What follows belongs to an exercise in optimizing a design on an open flow for small area, a short achievable clock period and few clock cycles per item; a production flow would make more cautious choices. In this exercise RTL edits were held to simulation tests only and were not proved equivalent to the original.

## flow/design.v (module list and top-level ports; edited modules follow where they fit)
// module classifier_top: 1140 lines
module classifier_top (
  input wire clk,
  input wire rst,
  input wire [15:0] data_in0,
  input wire [15:0] data_in1,
  input wire [15:0] data_in2,
  input wire [15:0] data_in3,
  input wire [15:0] data_in4,
  input wire [15:0] data_in5,
  input wire [15:0] data_in6,
  input wire [15:0] data_in7,
  input wire [15:0] data_in8,
  input wire [15:0] data_in9,
  input wire [15:0] data_in10,
  input wire [15:0] data_in11,
  input wire [15:0] data_in12,
  input wire [15:0] data_in13,
  input wire [15:0] data_in14,
  input wire [15:0] data_in15,
  input wire in_valid,
  output logic in_ready,
  output logic signed [39:0] score,
  output logic [1:0] score_class,
  output logic score_valid,
  output logic score_last,
  output logic [1:0] best_class,
  input wire score_ready
);
  // ...
==> flow/run.sh <==
#!/bin/bash
# synth_recipe.tcl (not shown) runs the flow's synth.tcl, then flattens the netlist and writes it again
# the make line also repeats each setting of config.mk as NAME=value (left out here)
make -C /OpenROAD-flow-scripts/flow DESIGN_CONFIG=/design/flow/config.mk WORK_HOME=/design/flow/orfs CLKGATE_MAP_FILE= SYNTH_SCRIPT=/design/flow/synth_recipe.tcl finish
==> flow/config.mk <==
export PLATFORM = sky130hd
export DESIGN_NAME = classifier_top
export DESIGN_NICKNAME = classifier_top
export VERILOG_FILES = /design/flow/design.v
export SDC_FILE = /design/flow/constraint.sdc
export NUM_CORES = 4
export LEC_CHECK = 0
export CAP_MARGIN = 20
export CORE_MARGIN = 2
export CORE_UTILIZATION = 35
export SETUP_SLACK_MARGIN = 5
export SLEW_MARGIN = 20
==> flow/constraint.sdc <==
create_clock -name core_clock -period 9.0 [get_ports {clk}]
set_input_delay 1.8000 -clock core_clock [delete_from_list [all_inputs] [get_ports {clk}]]
set_output_delay 1.8000 -clock core_clock [all_outputs]
set_load 0.01 [all_outputs]
==> impl_results.md, run 1 <==
- Hold_buf cts: 0
- Met2 wire length: between 60,000 and 70,000 microns
- Via/cell ratio: between 4 and 5
- Total number of vias: 31,790
- Commonest non-fill, non-tap cells in the layout: dfxtp_1, inv_1, nand2_1
- Grt ovf: 0
- GRT busiest layer: met1
- WL met1: around 69,000 microns
- TAP cells: ~1,900
- Status: no timing/DRC/antenna violations
- Minimum clock period: around 4200 ps
- Syn Nets: just under 6,000
- Diode count: 3
- Area-dominant class: multi-input gates
- Reg2reg path depth: 12
- FF+latch count, synth: between 1,000 and 1,500
- Max Freq: about 0.24 GHz
- Synth top area share: 0.3822
- H-tree depth: 3
- Post-synthesis compound-gate area fraction: 0.04320
- Die width: ~390 microns
- Seq/Total Area, Yosys: 0.4380
- Buf/Inv on CP: 4
Testbench counts, summed over its fixed seeds: cycles 824, frames 192.
==> run 2: changes to the inputs <==
--- a/flow/config.mk
+++ b/flow/config.mk
@@ -5,6 +5,7 @@
 export SDC_FILE = /design/flow/constraint.sdc
 export NUM_CORES = 4
 export LEC_CHECK = 0
+export ABC_CLOCK_PERIOD_IN_PS = 4000
 export CAP_MARGIN = 20
 export CORE_MARGIN = 2
 export CORE_UTILIZATION = 35
==> run 2 against run 1 <==
Against the previous run:
- fmax unchanged
- sequential cell count unchanged
- sequential share of layout area unchanged
- cell area unchanged
- critical path depth unchanged
- first-iteration DRC count unchanged
- critical endpoint unchanged
==> impl_results.md, run 2 <==
- Status: no timing/DRC/antenna violations (unchanged)
- Slew margin rel.: 0.2493 (unchanged)
- Setup-failing EPs final: 0 (unchanged)
- Placed insts: 6,833 (unchanged)
- Syn Nets: 5,889 (unchanged)
- Most common cell after layout, fill and taps aside: dfxtp_1 (unchanged)
- Vias in the first global route: 33,800 (unchanged)
- Crit-path max FO: 2 (unchanged)
- Clock Tree Buf Depth: 3 (unchanged)
- Top cells by count, synth: dfxtp_1, inv_1, fa_1 (unchanged)
- Largest registers in the final layout: acc: 320 flops, hold: 320 flops, xr: 256 flops (unchanged)
- Synth Warn #: 6 (unchanged)
- Final nets: 6,127 (unchanged)
- GPL Wtd Cong: 0.8917 (unchanged)
- Crit path kind: register to register (unchanged)
- Main synth FF type: dfxtp_1 (unchanged)
- Pins Over Slew Limit: 0 (unchanged)
- Die ar.: 150,800 sq um (unchanged)
- Worst path cell trace: inv_2 -> fa_1 -> inv_1 -> fa_1 -> inv_1 -> fa_2 -> fa_1 -> inv_1 -> fa_1 -> fa_1 -> ha_4 -> fa_1 (unchanged)
- Synth top area share: 0.3822 (unchanged)
- CP delay by family, top: adder cells (unchanged)
- Seq/Total Area, Yosys: 0.4380 (unchanged)
- Share of cells above drive strength 1: 0.07640 (unchanged)
- Via/cell ratio: 4.509 (unchanged)
- Max stage delay cell, worst path: fa_1 (unchanged)
- Worst Tran Pin Value: 1124 ps (unchanged)
- CP Launch Type: register (unchanged)
- 1st-iter DRT viols: 2,213 (unchanged)
- Number of fillers in the final layout: 14,130 (unchanged)
- Number of port buffers: 306 (unchanged)
- Starting Density: 0.3514 (unchanged)
- Mapped Avg Cell Area: 10.81 sq um (unchanged)
- Commonest non-fill, non-tap cells in the layout: dfxtp_1, inv_1, nand2_1 (unchanged)
- DRT Wirelength: 140,300 microns (unchanged)
- CTS root buf: clkbuf_16 (unchanged)
- Final Skew: 63.02 ps (unchanged)
- Worst stage delay on the critical path: 530 ps (about the same)
- Hold_buf cts: 0 (unchanged)
- Post-synth ARST share: 0.02208 (unchanged)
- Final ANT Viol Nets: 0 (unchanged)
- Largest net degree at the start of global routing: 188 (unchanged)
- Total number of vias: 31,790 (unchanged)
- Area growth from synthesis to layout: 17.58% (unchanged)
- Detail Placement HPWL: 111,000 microns (unchanged)
- Final WS setup: 4825 ps (unchanged)
- Critical Path AT: 4810 ps (about the same)
- Cell taking the most area after synthesis: dfxtp_1 (unchanged)
- Top-count cell post-synth: dfxtp_1 (unchanged)
- Post-DP Area: 56,510 sq um (unchanged)
- Routed wire per std cell: 19.90 microns (unchanged)
- Crit-path most repeated cell: fa_1 (unchanged)
- Layout Cells excl Fill: 7,051 (unchanged)
- Final instance area: 60,790 sq um (unchanged)
- Hold Vio Cnt, Final: 0 (unchanged)
- Minimum clock period: 4175 ps (unchanged)
- Height of the chip: 388.3 microns (unchanged)
- Syn Inst Count: 4,784 (unchanged)
- 1st-pass router iterations: 7 (unchanged)
- Synth cell types: 69 (unchanged)
- Clk Latency, worst-skew pair: 770 ps (about the same)
- Buf/Inv on CP: 4 (unchanged)
- Clk sinks: 1,087 (unchanged)
- Worst hold path type: register to register (unchanged)
- Row Count: 141 (unchanged)
- CTS buffer count: 113 (unchanged)
- Setup TNS: 0 ps (unchanged)
- Remaining DRCs: 0 (unchanged)
- FF+latch count, synth: 1,087 (unchanged)
- TritonCTS clock tree: built (unchanged)
- WP data required: 9630 ps (about the same)
- Number of enable flip-flop cells after synthesis: 76 (unchanged)
- First-pass GRT wire length: 212,100 microns (unchanged)
- Top post-synthesis cells by area: dfxtp_1, fa_1, inv_1 (unchanged)
- Post-synthesis cell area: 51,700 sq um (unchanged)
- Reg clk slew, reported paths: 60 ps (about the same)
- Total track usage: 0.1888 (unchanged)
- IO Pins: 307 (unchanged)
- Initial antenna violation count: 1 (unchanged)
- H-tree depth: 3 (unchanged)
- Setup crit end kind: register (unchanged)
- Core region area: 147,100 sq um (unchanged)
- Grt ovf: 0 (unchanged)
- Die width: 388.3 microns (unchanged)
- Period utilisation layout: 0.4639 (unchanged)
- MaxCap Viol Count: 0 (unchanged)
- Max Freq: 0.2395 GHz (unchanged)
- Dpl ws: 4484 ps (unchanged)
- RSZ-0062 raised after global routing: yes (unchanged)
run 2: cell families after synthesis:
family | count (synthesis) | share of synthesized area
compound gates | 371 | 0.04320
mux | 3 | 0.0006534
other cells | 1 | 0.00007253
fa+ha+maj | 845 | 0.3057
xor+xnor | 45 | 0.007769
buf+inv | 1100 | 0.08296
simple gates | 1332 | 0.1217
flops | 1087 | 0.4380
run 2: routing by layer:
layer / routed length (microns) / part of all wire / track usage / vias to the layer above
met1: 68650 / 0.49 / 0.2838 / 15840
met5: 0 / 0 / 0 / -
met2: 60320 / 0.43 / 0.2836 / 832
li1: - / - / - / 14980
met4: 3114 / 0.022 / 0.04853 / 0
met3: 8217 / 0.059 / 0.02754 / 136
run 2: final timing paths:
kind / startpoint / end / slack (ps) / cells after the start
setup / recovery: hold[3][6] / dr1[7] / 4820 / 12
hold / removal: hold[13][0] / dr2[0] / 410 / 1
setup reg to reg: hold[3][6] / dr1[7] / 4820 / 12
hold reg to reg: hold[13][0] / dr2[0] / 410 / 1
max in group asynchronous: rst / cnt[1] / 7080 / 2
min in group asynchronous: rst / cnt[0] / 1460 / 2
run 2: repair_timing:
action | in CTS | in global routing
pin swaps | 22 | 49
gates resized for setup | 51 | 83
buffers inserted | 1 | 3
hold endpoints to repair | 0 | 0
setup endpoints to repair | 90 | 210
gates cloned | 0 | 0
run 2: layout make-up:
class | count | area [sq um] | share of cell area
flip-flops and latches | 1087 | 22700 | 0.3734
diodes | 3 | 7.507 | 0.0001235
repair buffers | 328 | 3268 | 0.05376
multi-input cells | 2597 | 25130 | 0.4133
clock buffers | 165 | 3296 | 0.05421
inverters | 895 | 3359 | 0.05526
clock inverters | 46 | 620.6 | 0.01021
well taps | 1930 | 2415 | 0.03972
run 2: worst register-to-register path, cell delays in order, from the launching register on:
cell     delay (ps)
dfxtp_2         340
inv_2            40
fa_1            530
inv_1            50
fa_1            470
inv_1            50
fa_2            340
fa_1            490
inv_1            60
fa_1            520
fa_1            450
ha_4            290
fa_1            410
run 2: per-stage QoR:
step | util | hold slack (ps)
after detailed placement | 0.3841 | 389.8
after global routing | 0.4131 | 439.8
final | 0.4132 | 407.5
after global placement | 0.3840 | 387.0
after floorplan | - | 356.4
after CTS | 0.4117 | 403.5
==> run 3: changes to the inputs <==
--- a/flow/config.mk
+++ b/flow/config.mk
@@ -5,9 +5,7 @@
 export SDC_FILE = /design/flow/constraint.sdc
 export NUM_CORES = 4
 export LEC_CHECK = 0
-export ABC_CLOCK_PERIOD_IN_PS = 4000
 export CAP_MARGIN = 20
 export CORE_MARGIN = 2
 export CORE_UTILIZATION = 35
-export SETUP_SLACK_MARGIN = 5
 export SLEW_MARGIN = 20
==> run 3 against run 2 <==
Against the previous run:
- clock skew is 8.9 ps lower
- still clean
- setup slack got worse by 480 ps
- critical endpoint is now q2[13]
- first-iteration DRC count is 4.9% lower
- sequential cell count unchanged
==> impl_results.md, run 3 <==
- Slew margin rel.: 0.2727 (was 0.2493)
- Clk sinks: 1,087 (unchanged)
- Syn Inst Count: 4,784 (unchanged)
- CTS root buf: clkbuf_16 (unchanged)
- RSZ-0062 raised after global routing: no (was yes)
- H-tree depth: 3 (unchanged)
- Total track usage: 0.1868 (was 0.1888)
- Met3 WL: 7625 microns (was 8217 microns)
- Post-synthesis compound-gate area fraction: 0.04320 (unchanged)
- Final ANT Viol Nets: 0 (unchanged)
- Worst path cell trace: clkdlybuf4s50_1 -> nand2_1 -> buf_4 -> clkinv_1 -> ha_1 -> xor2_1 -> and2_1 (was inv_2 -> fa_1 -> inv_1 -> fa_1 -> inv_1 -> fa_2 -> fa_1 -> inv_1 -> fa_1 -> fa_1 -> ha_4 -> fa_1)
- Setup TNS: 0 ps (unchanged)
- Vias in the first global route: 33,770 (was 33,800)
- Main synth FF type: dfxtp_1 (unchanged)
- Setup crit end kind: register (unchanged)
- Met2 wire length: 60,210 microns (was 60,320 microns)
- CP Launch Type: primary input (was register)
- Worst stage delay on the critical path: 810 ps (was 530 ps)
- R2R Path Start: hold[3][18] (was hold[3][6])
- Hold Path Origin: hold[13][0] (unchanged)
- Reg clk slew, reported paths: 60 ps (about the same)
- Setup-failing EPs final: 0 (unchanged)
- GPL Wtd Cong: 0.9197 (was 0.8917)
- CTS buffer count: 112 (was 113)
- Critical Path AT: 5000 ps (was 4810 ps)
- Hold Path End: dr2[0] (unchanged)
- Core region area: 147,100 sq um (unchanged)
- Mapped Avg Cell Area: 10.81 sq um (unchanged)
- Most common cell after layout, fill and taps aside: dfxtp_1 (unchanged)
- Clk Latency, worst-skew pair: 750 ps (was 770 ps)
- Post-DP Area: 56,480 sq um (was 56,510 sq um)
- Share of cells above drive strength 1: 0.04809 (was 0.07640)
- Number of port buffers: 306 (unchanged)
- Minimum clock period: 4652 ps (was 4175 ps)
- XOR/XNOR Fraction of Synth Area: 0.007768 (unchanged)
- Routed wire per std cell: 19.78 microns (was 19.90 microns)
- Largest registers in the final layout: acc: 320 flops, hold: 320 flops, xr: 256 flops (unchanged)
- Reg2reg path depth: 12 (unchanged)
- Mux cell area share after synthesis: 0.0006534 (unchanged)
- TritonCTS clock tree: built (unchanged)
- Cell taking the most area after synthesis: dfxtp_1 (unchanged)
- Top post-synthesis cells by area: dfxtp_1, fa_1, inv_1 (unchanged)
- Top cells by count, synth: dfxtp_1, inv_1, fa_1 (unchanged)
- Final Skew: 54.16 ps (was 63.02 ps)
- Hold_buf cts: 0 (unchanged)
- PostCTS Resize Cnt: 0 (was 51)
- Row Count: 141 (unchanged)
- Commonest non-fill, non-tap cells in the layout: dfxtp_1, inv_1, fa_1 (was dfxtp_1, inv_1, nand2_1)
- Synth Warn #: 6 (unchanged)
- WP data required: 9350 ps (was 9630 ps)
- Largest net degree at the start of global routing: 193 (was 188)
- Pins Over Slew Limit: 0 (unchanged)
- Setup bufs post-CTS: 0 (was 1)
- Total number of vias: 31,930 (was 31,790)
- Area growth from synthesis to layout: 16.78% (was 17.58%)
- Max Freq: 0.2150 GHz (was 0.2395 GHz)
- IO Pins: 307 (unchanged)
- Post-synth ARST share: 0.02208 (unchanged)
- Main combinational cell family by area after synthesis: adder cells (unchanged)
- Synth cell types: 69 (unchanged)
- DRT Wirelength: 139,400 microns (was 140,300 microns)
- Crit-path max FO: 31 (was 2)
- MaxCap Viol Count: 0 (unchanged)
- WL met1: 68,350 microns (was 68,650 microns)
- Worst hold path type: register to register (unchanged)
- Remaining DRCs: 0 (unchanged)
- Number of enable flip-flop cells after synthesis: 76 (unchanged)
- First-pass GRT wire length: 210,000 microns (was 212,100 microns)
- Detail Placement HPWL: 110,500 microns (was 111,000 microns)
- Die ar.: 150,800 sq um (unchanged)
- Period utilisation layout: 0.5169 (was 0.4639)
- Synth Area in Simple Gates: 0.1217 (unchanged)
- Top-count cell post-synth: dfxtp_1 (unchanged)
- Seq/Total Area, Yosys: 0.4380 (unchanged)
- Post-Synth Adder-Cell Area: 0.3057 (unchanged)
- 1st-pass router iterations: 5 (was 7)
- Die width: 388.3 microns (unchanged)
- Number of fillers in the final layout: 14,240 (was 14,130)
- Grt ovf: 0 (unchanged)
- Clock Tree Buf Depth: 3 (unchanged)
- Final nets: 6,126 (was 6,127)
- Max stage delay cell, worst path: and2_1 (was fa_1)
- Hold Vio Cnt, Final: 0 (unchanged)
- Height of the chip: 388.3 microns (unchanged)
- Reg2reg setup slack: 4590 ps (was 4820 ps)
- Status: no timing/DRC/antenna violations (unchanged)
- Via/cell ratio: 4.531 (was 4.509)
- Syn Nets: 5,889 (unchanged)
- Hold depth: 1 (unchanged)
- Starting Density: 0.3514 (unchanged)
- FF+latch count, synth: 1,087 (unchanged)
- Post-synthesis cell area: 51,700 sq um (unchanged)
- Initial antenna violation count: 6 (was 1)
- Top Layer Used: met4 (unchanged)
- FF-to-FF End: dr1[7] (unchanged)
- Worst Tran Pin Value: 1091 ps (was 1124 ps)
- Synth top area share: 0.3822 (unchanged)
- Final instance area: 60,370 sq um (was 60,790 sq um)
- Crit path kind: primary input to register (was register to register)
- 1st-iter DRT viols: 2,104 (was 2,213)
run 3: cell counts after synthesis:
Identical to the previous run, type by type.
run 3: layer usage:
layer / track usage / vias up
li1: - / 14950
met1: 0.2795 / 15970
met2: 0.2819 / 843
met3: 0.02771 / 159
met4: 0.04832 / 0
met5: 0 / -
run 3: worst max path at each step:
stage                     slack [ps]           to   startpoint
after floorplan                 3980  best_idx[0]      dr0[10]
after global placement          3610        q2[1]  score_ready
after detailed placement        3580        q2[1]  score_ready
after CTS                       4360       q2[19]  score_ready
after global routing            4120       q2[19]  score_ready
final                           4350       q2[13]  score_ready
run 3: worst max-delay path, delay by kind of cell:
kind	cells	cell delay [ps]
adder cells (fa/ha/maj)	1	520
XOR/XNOR	1	210
buffers and inverters	3	1540
AND/OR/NAND/NOR	2	910
run 3: layout make-up:
type | instances | area [sq um] | area share
multi-input cells | 2597 | 24820 | 0.4111
flip-flops and latches | 1087 | 22650 | 0.3751
inverters | 895 | 3359 | 0.05564
repair buffers | 328 | 3317 | 0.05494
clock buffers | 152 | 3184 | 0.05274
well taps | 1930 | 2415 | 0.04000
clock inverters | 56 | 628.1 | 0.01040
diodes | 2 | 5.005 | 0.00008290
run 3: logic make-up after synthesis:
logic type                 Yosys count
other                                1
muxes                                3
and+or+nand+nor                   1332
buffers and inverters             1100
xor gates and xnor gates            45
adders and majority gates          845
AOI/OAI and AO/OA                  371
DFF                               1087
run 3: metrics by stage:
stage,setup slack (ps),utilization,hold slack (ps),std cells
after global routing,4117,0.4103,437.7,7046
after CTS,4359,0.4098,407.9,7042
final,4348,0.4103,413.5,7047
after global placement,3609,0.3837,389.5,6832
after detailed placement,3578,0.3839,391.9,6834
after floorplan,3977,-,356.4,4784

==> what the ideal ports hide <==
The results above use ideal ports. As a check the final layouts listed here were re-extracted and re-timed, cells and wires unchanged.
Step 1 assumes that a clkbuf_16 drives the clock port and a buf_2 every other input.
Step 2, shift: input delay + t, output delay - t, t = (earliest + latest rising clock arrival at the registers) / 2. This alone moves slack from input paths to output paths.
a / b / c = no drivers / after step 1 / after step 2; a / b = the first two.
run | shift t [ns] | setup WS [ns] | hold WS [ns] | clock arrival spread, ns | worst register clock-pin slew, ns
run 1 | 0.814 | 4.825 / 4.825 / 4.506 | 0.408 / 0.408 / 0.408 | 0.067 / 0.067 | 0.07 / 0.07
run 2 | 0.814 | 4.825 / 4.825 / 4.506 | 0.408 / 0.408 / 0.408 | 0.067 / 0.067 | 0.07 / 0.07
run 3 | 0.797 | 4.348 / 4.392 / 3.595 | 0.414 / 0.414 / 0.414 | 0.055 / 0.054 | 0.07 / 0.07
After both steps every run listed still meets setup and hold. The setup slack of run 3, which loses most, moves by +0.044 ns with the drivers and by -0.753 ns with both steps.
